Context: an optimization exercise on an open-source flow, tuned for small area. The choices shown serve that exercise and are no tape-out recipe. At most, simulation tests tie the RTL to the original design; equivalence was not proved.

==> 06-02 <==
==> flow/design.v (excerpt) <==
module dp_sink_aux_responder #(
    parameter int         AUX_DATA_WIDTH = 8,
    parameter int         DPCD_DEPTH     = 512,
    parameter logic [7:0] MAX_LINK_RATE  = 8'h14,
    parameter logic [7:0] MAX_LANE_COUNT = 8'h04,
    parameter int         TURN_CYCLES    = 4
) (
    input  logic                      clk,
    input  logic                      rst_n,
    input  logic [AUX_DATA_WIDTH-1:0] aux_in_data,
    input  logic                      aux_start_stop,
    output logic [AUX_DATA_WIDTH-1:0] aux_out_data,
    output logic                      phy_start_stop,
    output logic [7:0]                link_bw_set,
    output logic [4:0]                lane_count_set,
    output logic [1:0]                tps_set,
    output logic                      req_dropped
);
make LEC_CHECK=0 CAP_MARGIN=20 CORE_MARGIN=2 CORE_UTILIZATION=60 CTS_BUF_LIST=sky130_fd_sc_hd__clkbuf_8 CTS_CLUSTER_DIAMETER=60 CTS_CLUSTER_SIZE=20 PLACE_DENSITY=0.7 SLEW_MARGIN=20 SYNTH_HIERARCHICAL=1 finish   # period 12.0 ns
run.sh (not shown) runs the stock make flow with config.mk's settings and CLKGATE_MAP_FILE= SYNTH_SCRIPT=/design/flow/synth_recipe.tcl, a recipe that flattens the netlist after the stock synthesis.
==> 02-08 (differences from 06-02) <==
--- a/flow/design.v
+++ b/flow/design.v
@@ -26,53 +26,52 @@
     logic       r_hz;        
     logic [8:0] r_ptr;       
     logic [3:0] r_lenm1;     
     logic [4:0] r_idx;       
     logic       r_kerr;      
     logic       r_kmore;     
     logic       r_drop;
-    logic [2:0] r_dly;       
+    logic [2:0] r_tix;       
     logic [8:0] r_ln [RL-1];  
     logic [1:0] r_mh1, r_mh2;  
     logic [7:0] r_link_bw;
     logic [4:0] r_lane_cnt;
     logic [1:0] r_tps;
-    logic       w_in_rsp, w_phy, w_acc, w_rd_out;
+    logic       w_in_rsp, w_phy, w_acc, w_rd_out, w_early;
     logic [8:0] w_lnin, w_tap;
-    logic [2:0] w_lidx;
     logic       w_land;
     logic [9:0] w_end;
     logic       w_range_ok;
-    logic [2:0] w_pend;
+    logic [3:0] w_pend;
     logic [3:0] w_xl;
     logic       w_x100;
     logic [7:0] w_rv;
     assign w_end      = {1'b0, r_ptr} + {6'd0, aux_in_data[3:0]};
     assign w_range_ok = r_hz && !w_end[9];
     assign w_in_rsp   = (r_state == S_RSP) || (r_state == S_DATA);
     assign w_phy      = (r_state == S_DATA) || (r_state == S_RSP && r_hcnt == 2'd3);
     assign w_rd_out   = (r_state == S_DATA) && !r_kerr;
     assign w_acc      = (r_state == S_WDATA) && aux_start_stop && ({1'b0, r_idx} <= {2'b0, r_lenm1});
     assign w_lnin     = (r_state == S_WDATA) ? {w_acc, aux_in_data} : {1'b0, w_rv};
-    assign w_lidx     = w_rd_out ? (r_ph[2:0] - r_ptr[2:0]) : (r_dly - 3'd1);
     logic [7:0] w_tsel;
-    always_comb for (int j = 0; j < 8; j++) w_tsel[j] = (w_lidx == 3'(j));
+    always_comb for (int j = 0; j < 8; j++) w_tsel[j] = (r_tix == 3'(j));
     for (genvar b = 0; b < 9; b++) begin : g_tap
         logic [2:0] t;
         aux_a222oi u_t0 (.a1(w_tsel[0]), .a2(r_ln[0][b]), .b1(w_tsel[1]), .b2(r_ln[1][b]),
                          .c1(w_tsel[2]), .c2(r_ln[2][b]), .y(t[0]));
         aux_a222oi u_t1 (.a1(w_tsel[3]), .a2(r_ln[3][b]), .b1(w_tsel[4]), .b2(r_ln[4][b]),
                          .c1(w_tsel[5]), .c2(r_ln[5][b]), .y(t[1]));
         aux_a222oi u_t2 (.a1(w_tsel[6]), .a2(r_ln[6][b]), .b1(w_tsel[7]), .b2(w_lnin[b]),
                          .c1(1'b0), .c2(1'b0), .y(t[2]));
         aux_nand3 u_o (.a(t[0]), .b(t[1]), .c(t[2]), .y(w_tap[b]));
     end
-    assign w_land     = w_tap[8] && !w_rd_out;
-    assign w_pend     = (r_idx < {2'b0, r_dly}) ? r_idx[2:0] : r_dly;
-    assign w_xl       = {1'b0, r_ptr[2:0]} + {1'b0, w_pend};
+    assign w_land     = w_tap[8];
+    assign w_early    = ({1'b0, r_idx} <= {2'b0, r_tix});
+    assign w_pend     = (r_tix == 3'd7) ? 4'd0 : w_early ? {1'b0, r_idx[2:0]} : ({1'b0, r_tix} + 4'd1);
+    assign w_xl       = {1'b0, r_ptr[2:0]} + w_pend;
     assign w_x100     = w_xl[3] ? (r_ptr[8:3] == 6'b011111) : (r_ptr[8:3] == 6'b100000);
     always_ff @(posedge clk) begin
         if (!rst_n) begin
             r_ph  <= 4'd0;
             r_clr <= 1'b1;
         end else begin
             r_ph <= r_ph + 4'd1;
@@ -86,15 +85,15 @@
             r_hz    <= 1'b0;
             r_ptr   <= '0;
             r_lenm1 <= '0;
             r_idx   <= '0;
             r_kerr  <= 1'b0;
             r_kmore <= 1'b0;
             r_drop  <= 1'b0;
-            r_dly   <= '0;
+            r_tix   <= '0;
         end else begin
             r_drop <= aux_start_stop && w_in_rsp;
             if (w_land || w_rd_out) r_ptr <= r_ptr + 9'd1;
             case (r_state)
                 S_IDLE: if (aux_start_stop) begin
                     r_state <= S_HDR;
                     r_kmore <= (aux_in_data[7:4] == 4'b1000);
@@ -110,25 +109,26 @@
                                 r_hz     <= r_hz && (aux_in_data[7:1] == 7'd0);
                                 r_ptr[8] <= aux_in_data[0];
                             end
                             2'd1: r_ptr[7:0] <= aux_in_data;
                             2'd2: begin
                                 r_lenm1 <= aux_in_data[3:0];
                                 r_kerr  <= r_kerr && w_range_ok;
-                                r_dly   <= r_ptr[2:0] - r_ph[2:0] - 3'd2;
+                                r_tix   <= r_ptr[2:0] - r_ph[2:0] - 3'd3;
                                 if (r_kmore && w_range_ok) r_state <= S_WDATA;
                             end
                             default: ;
                         endcase
                         if (r_hcnt != 2'd3) r_hcnt <= r_hcnt + 2'd1;
                     end else if (r_hcnt == 2'd3) begin
                         r_state <= S_RSP;
                         r_kerr  <= !r_kerr;
                         r_kmore <= r_kerr;
                         r_hcnt  <= 2'd0;
+                        r_tix   <= r_ph[2:0] + 3'd5 - r_ptr[2:0];
                     end else begin
                         r_state <= S_IDLE;
                     end
                 end
                 S_WDATA: begin
                     if (w_acc) r_idx <= r_idx + 5'd1;
                     if (!aux_start_stop) begin
==> flow/flow/run.sh (new file) <==
#!/bin/bash
set -euo pipefail
cd "$(dirname "$0")/.."
bash standard.sh \
  "CTS_ARGS=-sink_clustering_enable -repair_clock_nets -buf_list sky130_fd_sc_hd__clkbuf_8 -sink_clustering_size 20 -sink_clustering_max_diameter 60 -dont_use_dummy_load" \
  "BUFFER_PORTS_ARGS=-buffer_cell sky130_fd_sc_hd__buf_1" \
  finish > standard.log 2>&1
test -f out/final.def
==> flow/standard.sh (new file) <==
#!/bin/bash
# synth_recipe.tcl (not shown) runs the flow's synth.tcl, then flattens the netlist and writes it again
# the make line also repeats each setting of config.mk as NAME=value (left out here)
make -C /OpenROAD-flow-scripts/flow DESIGN_CONFIG=/design/flow/config.mk WORK_HOME=/design/flow/orfs CLKGATE_MAP_FILE= SYNTH_SCRIPT=/design/flow/synth_recipe.tcl "${@:-finish}"
==> flow/config.mk (replaced) <==
export PLATFORM = sky130hd
export DESIGN_NAME = dp_sink_aux_responder
export DESIGN_NICKNAME = dp_sink_aux_responder
export VERILOG_FILES = /design/flow/design.v
export SDC_FILE = /design/flow/constraint.sdc
export NUM_CORES = 4
export LEC_CHECK = 0
export CAP_MARGIN = 0
export CORE_MARGIN = 2
export CORE_UTILIZATION = 60
export PLACE_DENSITY = 0.7
export SLEW_MARGIN = 0
export SYNTH_HIERARCHICAL = 1
removed: flow/run.sh
==> 09-27 (differences from 06-02) <==
--- a/flow/design.v
+++ b/flow/design.v
@@ -21,14 +21,16 @@
     typedef enum logic [2:0] {S_IDLE, S_HDR, S_WDATA, S_RSP, S_DATA} state_t;
     logic [3:0] r_ph;
     logic       r_clr;
     state_t     r_state;
     logic [1:0] r_hcnt;      
     logic       r_hz;        
     logic [8:0] r_ptr;       
+    logic       r_cwr;       
+    logic       r_crd;       
     logic [3:0] r_lenm1;     
     logic [4:0] r_idx;       
     logic       r_kerr;      
     logic       r_kmore;     
     logic       r_drop;
     logic [2:0] r_dly;       
     logic [8:0] r_ln [RL-1];  
@@ -39,41 +41,28 @@
     logic       w_in_rsp, w_phy, w_acc, w_rd_out;
     logic [8:0] w_lnin, w_tap;
     logic [2:0] w_lidx;
     logic       w_land;
     logic [9:0] w_end;
     logic       w_range_ok;
     logic [2:0] w_pend;
-    logic [3:0] w_xl;
-    logic       w_x100;
+    logic [8:0] w_xp;
     logic [7:0] w_rv;
     assign w_end      = {1'b0, r_ptr} + {6'd0, aux_in_data[3:0]};
     assign w_range_ok = r_hz && !w_end[9];
     assign w_in_rsp   = (r_state == S_RSP) || (r_state == S_DATA);
     assign w_phy      = (r_state == S_DATA) || (r_state == S_RSP && r_hcnt == 2'd3);
     assign w_rd_out   = (r_state == S_DATA) && !r_kerr;
     assign w_acc      = (r_state == S_WDATA) && aux_start_stop && ({1'b0, r_idx} <= {2'b0, r_lenm1});
     assign w_lnin     = (r_state == S_WDATA) ? {w_acc, aux_in_data} : {1'b0, w_rv};
     assign w_lidx     = w_rd_out ? (r_ph[2:0] - r_ptr[2:0]) : (r_dly - 3'd1);
-    logic [7:0] w_tsel;
-    always_comb for (int j = 0; j < 8; j++) w_tsel[j] = (w_lidx == 3'(j));
-    for (genvar b = 0; b < 9; b++) begin : g_tap
-        logic [2:0] t;
-        aux_a222oi u_t0 (.a1(w_tsel[0]), .a2(r_ln[0][b]), .b1(w_tsel[1]), .b2(r_ln[1][b]),
-                         .c1(w_tsel[2]), .c2(r_ln[2][b]), .y(t[0]));
-        aux_a222oi u_t1 (.a1(w_tsel[3]), .a2(r_ln[3][b]), .b1(w_tsel[4]), .b2(r_ln[4][b]),
-                         .c1(w_tsel[5]), .c2(r_ln[5][b]), .y(t[1]));
-        aux_a222oi u_t2 (.a1(w_tsel[6]), .a2(r_ln[6][b]), .b1(w_tsel[7]), .b2(w_lnin[b]),
-                         .c1(1'b0), .c2(1'b0), .y(t[2]));
-        aux_nand3 u_o (.a(t[0]), .b(t[1]), .c(t[2]), .y(w_tap[b]));
-    end
+    assign w_tap      = (w_lidx == 3'd7) ? w_lnin : r_ln[w_lidx];
     assign w_land     = w_tap[8] && !w_rd_out;
     assign w_pend     = (r_idx < {2'b0, r_dly}) ? r_idx[2:0] : r_dly;
-    assign w_xl       = {1'b0, r_ptr[2:0]} + {1'b0, w_pend};
-    assign w_x100     = w_xl[3] ? (r_ptr[8:3] == 6'b011111) : (r_ptr[8:3] == 6'b100000);
+    assign w_xp       = r_ptr + {6'd0, w_pend};
     always_ff @(posedge clk) begin
         if (!rst_n) begin
             r_ph  <= 4'd0;
             r_clr <= 1'b1;
         end else begin
             r_ph <= r_ph + 4'd1;
             if (r_ph[2:0] == 3'd7) r_clr <= 1'b0;
@@ -81,53 +70,55 @@
     end
     always_ff @(posedge clk) begin
         if (!rst_n) begin
             r_state <= S_IDLE;
             r_hcnt  <= '0;
             r_hz    <= 1'b0;
             r_ptr   <= '0;
+            r_cwr   <= 1'b0;
+            r_crd   <= 1'b0;
             r_lenm1 <= '0;
             r_idx   <= '0;
             r_kerr  <= 1'b0;
             r_kmore <= 1'b0;
             r_drop  <= 1'b0;
             r_dly   <= '0;
         end else begin
             r_drop <= aux_start_stop && w_in_rsp;
             if (w_land || w_rd_out) r_ptr <= r_ptr + 9'd1;
             case (r_state)
                 S_IDLE: if (aux_start_stop) begin
                     r_state <= S_HDR;
-                    r_kmore <= (aux_in_data[7:4] == 4'b1000);
-                    r_kerr  <= (aux_in_data[7:4] == 4'b1001);
+                    r_cwr   <= (aux_in_data[7:4] == 4'b1000);
+                    r_crd   <= (aux_in_data[7:4] == 4'b1001);
                     r_hz    <= (aux_in_data[3:0] == 4'd0);
                     r_hcnt  <= 2'd0;
                     r_idx   <= 5'd0;
                 end
                 S_HDR: begin
                     if (aux_start_stop) begin
                         case (r_hcnt)
                             2'd0: begin
                                 r_hz     <= r_hz && (aux_in_data[7:1] == 7'd0);
                                 r_ptr[8] <= aux_in_data[0];
                             end
                             2'd1: r_ptr[7:0] <= aux_in_data;
                             2'd2: begin
                                 r_lenm1 <= aux_in_data[3:0];
-                                r_kerr  <= r_kerr && w_range_ok;
+                                r_crd   <= r_crd && w_range_ok;
                                 r_dly   <= r_ptr[2:0] - r_ph[2:0] - 3'd2;
-                                if (r_kmore && w_range_ok) r_state <= S_WDATA;
+                                if (r_cwr && w_range_ok) r_state <= S_WDATA;
                             end
                             default: ;
                         endcase
                         if (r_hcnt != 2'd3) r_hcnt <= r_hcnt + 2'd1;
                     end else if (r_hcnt == 2'd3) begin
                         r_state <= S_RSP;
-                        r_kerr  <= !r_kerr;
-                        r_kmore <= r_kerr;
+                        r_kerr  <= !r_crd;
+                        r_kmore <= r_crd;
                         r_hcnt  <= 2'd0;
                     end else begin
                         r_state <= S_IDLE;
                     end
                 end
                 S_WDATA: begin
                     if (w_acc) r_idx <= r_idx + 5'd1;
@@ -157,40 +148,32 @@
         if (!rst_n) begin
             for (int j = 0; j < RL - 1; j++) r_ln[j][8] <= 1'b0;
             r_mh1 <= 2'd0;
             r_mh2 <= 2'd0;
         end else begin
             r_ln[0][8] <= w_lnin[8];
             for (int j = 1; j < RL - 1; j++) r_ln[j][8] <= r_ln[j-1][8];
-            r_mh1 <= (!w_acc || !w_x100) ? 2'd0 :
-                     (w_xl[2:0] == 3'd0) ? 2'd1 :
-                     (w_xl[2:0] == 3'd1) ? 2'd2 :
-                     (w_xl[2:0] == 3'd2) ? 2'd3 : 2'd0;
+            r_mh1 <= !w_acc ? 2'd0 :
+                     (w_xp == 9'h100) ? 2'd1 :
+                     (w_xp == 9'h101) ? 2'd2 :
+                     (w_xp == 9'h102) ? 2'd3 : 2'd0;
             r_mh2 <= r_mh1;
         end
     end
     logic [7:0] w_wdat;
     logic [7:0] w_s7 [NR];
-    logic [NR-1:0] w_nwr, w_p;
-    logic [7:0]    w_wh;       
-    logic [3:0]    w_wl;       
-    logic          w_nclr;
-    always_comb begin
-        for (int i = 0; i < 8; i++) w_wh[i] = w_land && r_ptr[8] && (r_ptr[7:5] == 3'(i));
-        for (int j = 0; j < 4; j++) w_wl[j] = (r_ptr[4:3] == 2'(j));
-    end
-    assign w_nclr = !r_clr;
+    logic [NR-1:0] w_wr, w_p;
     assign w_wdat = w_tap[7:0] ^ {8{!r_ph[3]}};
     for (genvar r = 0; r < NR; r++) begin : g_ring
         logic [7:0] s [RL];
         logic [7:0] in0;
-        aux_nand2 u_nwr (.a(w_wh[r/4]), .b(w_wl[r%4]), .y(w_nwr[r]));
-        aux_nand2 u_p   (.a(w_nwr[r]), .b(w_nclr), .y(w_p[r]));
+        assign w_wr[r] = w_land && r_ptr[8] && (r_ptr[7:3] == 5'(r));
+        assign w_p[r]  = w_wr[r] || r_clr;
         for (genvar b = 0; b < 8; b++) begin : g_bit
-            aux_o22ai u_in (.a1(w_p[r]), .a2(s[RL-1][b]), .b1(w_nwr[r]), .b2(w_wdat[b]), .y(in0[b]));
+            aux_o22ai u_in (.a1(w_p[r]), .a2(s[RL-1][b]), .b1(!w_wr[r]), .b2(w_wdat[b]), .y(in0[b]));
         end
         assign w_s7[r] = s[RL-1];
         always_ff @(posedge clk) begin
             s[0] <= in0;
             for (int i = 1; i < RL; i++) s[i] <= s[i-1];
         end
     end
@@ -199,24 +182,18 @@
     logic [7:0] w_rom;
     logic [NR-1:0] w_sel;      
     logic       w_rinv;        
     assign w_p7 = r_ph[2:0] + 3'd1;
     assign w_n  = (r_state == S_HDR && r_hcnt == 2'd1) ? {r_ptr[8], aux_in_data} : r_ptr;
     assign w_x  = {w_n[8:3] + {5'd0, (w_p7 < w_n[2:0])}, w_p7};
     assign w_rinv = w_x[8] && !r_clr && !r_ph[3];
-    logic [7:0] w_rhn;
-    logic [3:0] w_rln;
     always_comb begin
-        for (int i = 0; i < 8; i++) w_rhn[i] = !(w_x[8] && !r_clr && (w_x[7:5] == 3'(i)));
-        for (int j = 0; j < 4; j++) w_rln[j] = !(w_x[4:3] == 2'(j));
-    end
-    for (genvar r = 0; r < NR; r++) begin : g_rsel
-        aux_nor2 u_s (.a(w_rhn[r/4]), .b(w_rln[r%4]), .y(w_sel[r]));
-    end
-    always_comb begin
+        for (int r = 0; r < NR; r++) begin
+            w_sel[r] = w_x[8] && (w_x[7:3] == 5'(r)) && !r_clr;
+        end
         case (w_x[7:0])
             8'h00:   w_rom = 8'h12;
             8'h01:   w_rom = MAX_LINK_RATE;
             8'h02:   w_rom = MAX_LANE_COUNT;
             default: w_rom = 8'h00;
         endcase
         if (w_x[8]) w_rom = 8'h00;
@@ -265,25 +242,7 @@
 endmodule
 module aux_a222oi (
     input  logic a1, a2, b1, b2, c1, c2,
     output logic y
 );
     assign y = !((a1 & a2) | (b1 & b2) | (c1 & c2));
 endmodule
-module aux_nand2 (
-    input  logic a, b,
-    output logic y
-);
-    assign y = !(a & b);
-endmodule
-module aux_nand3 (
-    input  logic a, b, c,
-    output logic y
-);
-    assign y = !(a & b & c);
-endmodule
-module aux_nor2 (
-    input  logic a, b,
-    output logic y
-);
-    assign y = !(a | b);
-endmodule
==> 04-22 (differences from 06-02) <==
--- a/flow/design.v
+++ b/flow/design.v
@@ -50,26 +50,15 @@
     assign w_range_ok = r_hz && !w_end[9];
     assign w_in_rsp   = (r_state == S_RSP) || (r_state == S_DATA);
     assign w_phy      = (r_state == S_DATA) || (r_state == S_RSP && r_hcnt == 2'd3);
     assign w_rd_out   = (r_state == S_DATA) && !r_kerr;
     assign w_acc      = (r_state == S_WDATA) && aux_start_stop && ({1'b0, r_idx} <= {2'b0, r_lenm1});
     assign w_lnin     = (r_state == S_WDATA) ? {w_acc, aux_in_data} : {1'b0, w_rv};
     assign w_lidx     = w_rd_out ? (r_ph[2:0] - r_ptr[2:0]) : (r_dly - 3'd1);
-    logic [7:0] w_tsel;
-    always_comb for (int j = 0; j < 8; j++) w_tsel[j] = (w_lidx == 3'(j));
-    for (genvar b = 0; b < 9; b++) begin : g_tap
-        logic [2:0] t;
-        aux_a222oi u_t0 (.a1(w_tsel[0]), .a2(r_ln[0][b]), .b1(w_tsel[1]), .b2(r_ln[1][b]),
-                         .c1(w_tsel[2]), .c2(r_ln[2][b]), .y(t[0]));
-        aux_a222oi u_t1 (.a1(w_tsel[3]), .a2(r_ln[3][b]), .b1(w_tsel[4]), .b2(r_ln[4][b]),
-                         .c1(w_tsel[5]), .c2(r_ln[5][b]), .y(t[1]));
-        aux_a222oi u_t2 (.a1(w_tsel[6]), .a2(r_ln[6][b]), .b1(w_tsel[7]), .b2(w_lnin[b]),
-                         .c1(1'b0), .c2(1'b0), .y(t[2]));
-        aux_nand3 u_o (.a(t[0]), .b(t[1]), .c(t[2]), .y(w_tap[b]));
-    end
+    assign w_tap      = (w_lidx == 3'd7) ? w_lnin : r_ln[w_lidx];
     assign w_land     = w_tap[8] && !w_rd_out;
     assign w_pend     = (r_idx < {2'b0, r_dly}) ? r_idx[2:0] : r_dly;
     assign w_xl       = {1'b0, r_ptr[2:0]} + {1'b0, w_pend};
     assign w_x100     = w_xl[3] ? (r_ptr[8:3] == 6'b011111) : (r_ptr[8:3] == 6'b100000);
     always_ff @(posedge clk) begin
         if (!rst_n) begin
             r_ph  <= 4'd0;
@@ -166,31 +155,23 @@
                      (w_xl[2:0] == 3'd1) ? 2'd2 :
                      (w_xl[2:0] == 3'd2) ? 2'd3 : 2'd0;
             r_mh2 <= r_mh1;
         end
     end
     logic [7:0] w_wdat;
     logic [7:0] w_s7 [NR];
-    logic [NR-1:0] w_nwr, w_p;
-    logic [7:0]    w_wh;       
-    logic [3:0]    w_wl;       
-    logic          w_nclr;
-    always_comb begin
-        for (int i = 0; i < 8; i++) w_wh[i] = w_land && r_ptr[8] && (r_ptr[7:5] == 3'(i));
-        for (int j = 0; j < 4; j++) w_wl[j] = (r_ptr[4:3] == 2'(j));
-    end
-    assign w_nclr = !r_clr;
+    logic [NR-1:0] w_wr, w_p;
     assign w_wdat = w_tap[7:0] ^ {8{!r_ph[3]}};
     for (genvar r = 0; r < NR; r++) begin : g_ring
         logic [7:0] s [RL];
         logic [7:0] in0;
-        aux_nand2 u_nwr (.a(w_wh[r/4]), .b(w_wl[r%4]), .y(w_nwr[r]));
-        aux_nand2 u_p   (.a(w_nwr[r]), .b(w_nclr), .y(w_p[r]));
+        assign w_wr[r] = w_land && r_ptr[8] && (r_ptr[7:3] == 5'(r));
+        assign w_p[r]  = w_wr[r] || r_clr;
         for (genvar b = 0; b < 8; b++) begin : g_bit
-            aux_o22ai u_in (.a1(w_p[r]), .a2(s[RL-1][b]), .b1(w_nwr[r]), .b2(w_wdat[b]), .y(in0[b]));
+            aux_o22ai u_in (.a1(w_p[r]), .a2(s[RL-1][b]), .b1(!w_wr[r]), .b2(w_wdat[b]), .y(in0[b]));
         end
         assign w_s7[r] = s[RL-1];
         always_ff @(posedge clk) begin
             s[0] <= in0;
             for (int i = 1; i < RL; i++) s[i] <= s[i-1];
         end
     end
@@ -199,24 +180,18 @@
     logic [7:0] w_rom;
     logic [NR-1:0] w_sel;      
     logic       w_rinv;        
     assign w_p7 = r_ph[2:0] + 3'd1;
     assign w_n  = (r_state == S_HDR && r_hcnt == 2'd1) ? {r_ptr[8], aux_in_data} : r_ptr;
     assign w_x  = {w_n[8:3] + {5'd0, (w_p7 < w_n[2:0])}, w_p7};
     assign w_rinv = w_x[8] && !r_clr && !r_ph[3];
-    logic [7:0] w_rhn;
-    logic [3:0] w_rln;
     always_comb begin
-        for (int i = 0; i < 8; i++) w_rhn[i] = !(w_x[8] && !r_clr && (w_x[7:5] == 3'(i)));
-        for (int j = 0; j < 4; j++) w_rln[j] = !(w_x[4:3] == 2'(j));
-    end
-    for (genvar r = 0; r < NR; r++) begin : g_rsel
-        aux_nor2 u_s (.a(w_rhn[r/4]), .b(w_rln[r%4]), .y(w_sel[r]));
-    end
-    always_comb begin
+        for (int r = 0; r < NR; r++) begin
+            w_sel[r] = w_x[8] && (w_x[7:3] == 5'(r)) && !r_clr;
+        end
         case (w_x[7:0])
             8'h00:   w_rom = 8'h12;
             8'h01:   w_rom = MAX_LINK_RATE;
             8'h02:   w_rom = MAX_LANE_COUNT;
             default: w_rom = 8'h00;
         endcase
         if (w_x[8]) w_rom = 8'h00;
@@ -265,25 +240,7 @@
 endmodule
 module aux_a222oi (
     input  logic a1, a2, b1, b2, c1, c2,
     output logic y
 );
     assign y = !((a1 & a2) | (b1 & b2) | (c1 & c2));
 endmodule
-module aux_nand2 (
-    input  logic a, b,
-    output logic y
-);
-    assign y = !(a & b);
-endmodule
-module aux_nand3 (
-    input  logic a, b, c,
-    output logic y
-);
-    assign y = !(a & b & c);
-endmodule
-module aux_nor2 (
-    input  logic a, b,
-    output logic y
-);
-    assign y = !(a | b);
-endmodule
==> flow/config.mk (replaced) <==
export PLATFORM = sky130hd
export DESIGN_NAME = dp_sink_aux_responder
export DESIGN_NICKNAME = dp_sink_aux_responder
export VERILOG_FILES = /design/flow/design.v
export SDC_FILE = /design/flow/constraint.sdc
export NUM_CORES = 4
export LEC_CHECK = 0
export CAP_MARGIN = 0
export CORE_MARGIN = 2
export CORE_UTILIZATION = 60
export CTS_BUF_LIST = sky130_fd_sc_hd__clkbuf_8
export CTS_CLUSTER_DIAMETER = 60
export CTS_CLUSTER_SIZE = 20
export GPL_TIMING_DRIVEN = 0
export PLACE_DENSITY = 0.7
export SLEW_MARGIN = 0
export SYNTH_HIERARCHICAL = 1
==> qor.yml <==
dp.cells: 4386
final_area_um2: 54580
ys_seq_elements: 2165
r2r_cells: 27
status: "finished clean"
die-area_um2: 86330
fin_crit_sh_pct: 98.27
grt_pass1_wl_mm: 142.4
grt_use_met3_pct: 4.539
switching_share_pct: 21.41
track_usage_pct: 21.83
min_to: "g_ring[14].s[4][1]$_DFF_P_"
postSynthCellCount: 3241
[end of results for 04-22]
==> qor.yml <==
final_area_um2: 53450
r2r_cells: 24
status: "finished clean"
grt_use_met3_pct: 4.575
postSynthCellCount: 3181
die-area_um2: 85560
switching_share_pct: 20.79
min_to: "g_ring[18].s[5][1]$_DFF_P_"
fin_crit_sh_pct: 87.36
dp.cells: 4302
[end of results for 02-08]
==> qor.yml <==
die-area_um2: 85640
grt_pass1_wl_mm: 147.1
status: "finished clean"
fin_crit_sh_pct: 93.89
postSynthCellCount: 3175
ys_seq_elements: 2165
track_usage_pct: 23.38
switching_share_pct: 22.29
final_area_um2: 54110
grt_use_met3_pct: 4.067
[end of results for 06-02]
==> qor.yml <==
status: "finished clean"
final_area_um2: 54330
min_to: "g_ring[4].s[6][5]$_DFF_P_"
postSynthCellCount: 3254
fin_crit_sh_pct: 90.59
switching_share_pct: 23.41
ys_seq_elements: 2167
dp.cells: 4348
fin_tns_setup_ns: 0
grt_use_met3_pct: 4.018
r2r_cells: 26
pg_seq_mw: 7.43
die-area_um2: 86460
[end of results for 09-27]
Function not checked in 06-02 and 04-22: the RTL went through the layout flow alone.

separate check: timing with driven ports:
In the flow no input, the clock included, has a driving cell. The finished layouts below were timed again as built, in two steps. Step 1: set_driving_cell puts a clkbuf_16 on clk and a buf_2 on each other input, an assumption about the parent block. Step 2 adds t to the input delays and takes it off the output delays; t is the mean of the earliest and latest rising clock arrival at the registers after step 1. Input paths then give back, and output paths get back, about the clock's delay inside the block. Three values: no drivers, after step 1, after step 2; two values: the first two.
run	t (ns)	setup slack, ns	hold slack, ns	slew at the worst register clock pin (ns)	worst data-port slew with drivers (ns)
06-02	0.863	0.733 / 0.698 / 0.698	0.288 / 0.288 / 0.288	0.12 / 0.12	0.04
02-08	0.826	1.516 / 1.489 / 1.489	0.265 / 0.265 / 0.265	0.11 / 0.11	0.04
09-27	0.865	1.129 / 1.096 / 1.096	0.315 / 0.315 / 0.315	0.12 / 0.12	0.07
04-22	0.878	0.208 / 0.183 / 0.183	0.316 / 0.316 / 0.316	0.12 / 0.12	0.04
After both steps setup and hold are still met in every run listed. The setup slack of 06-02, which loses most, moves by -0.035 ns with the drivers and by -0.035 ns with both steps.
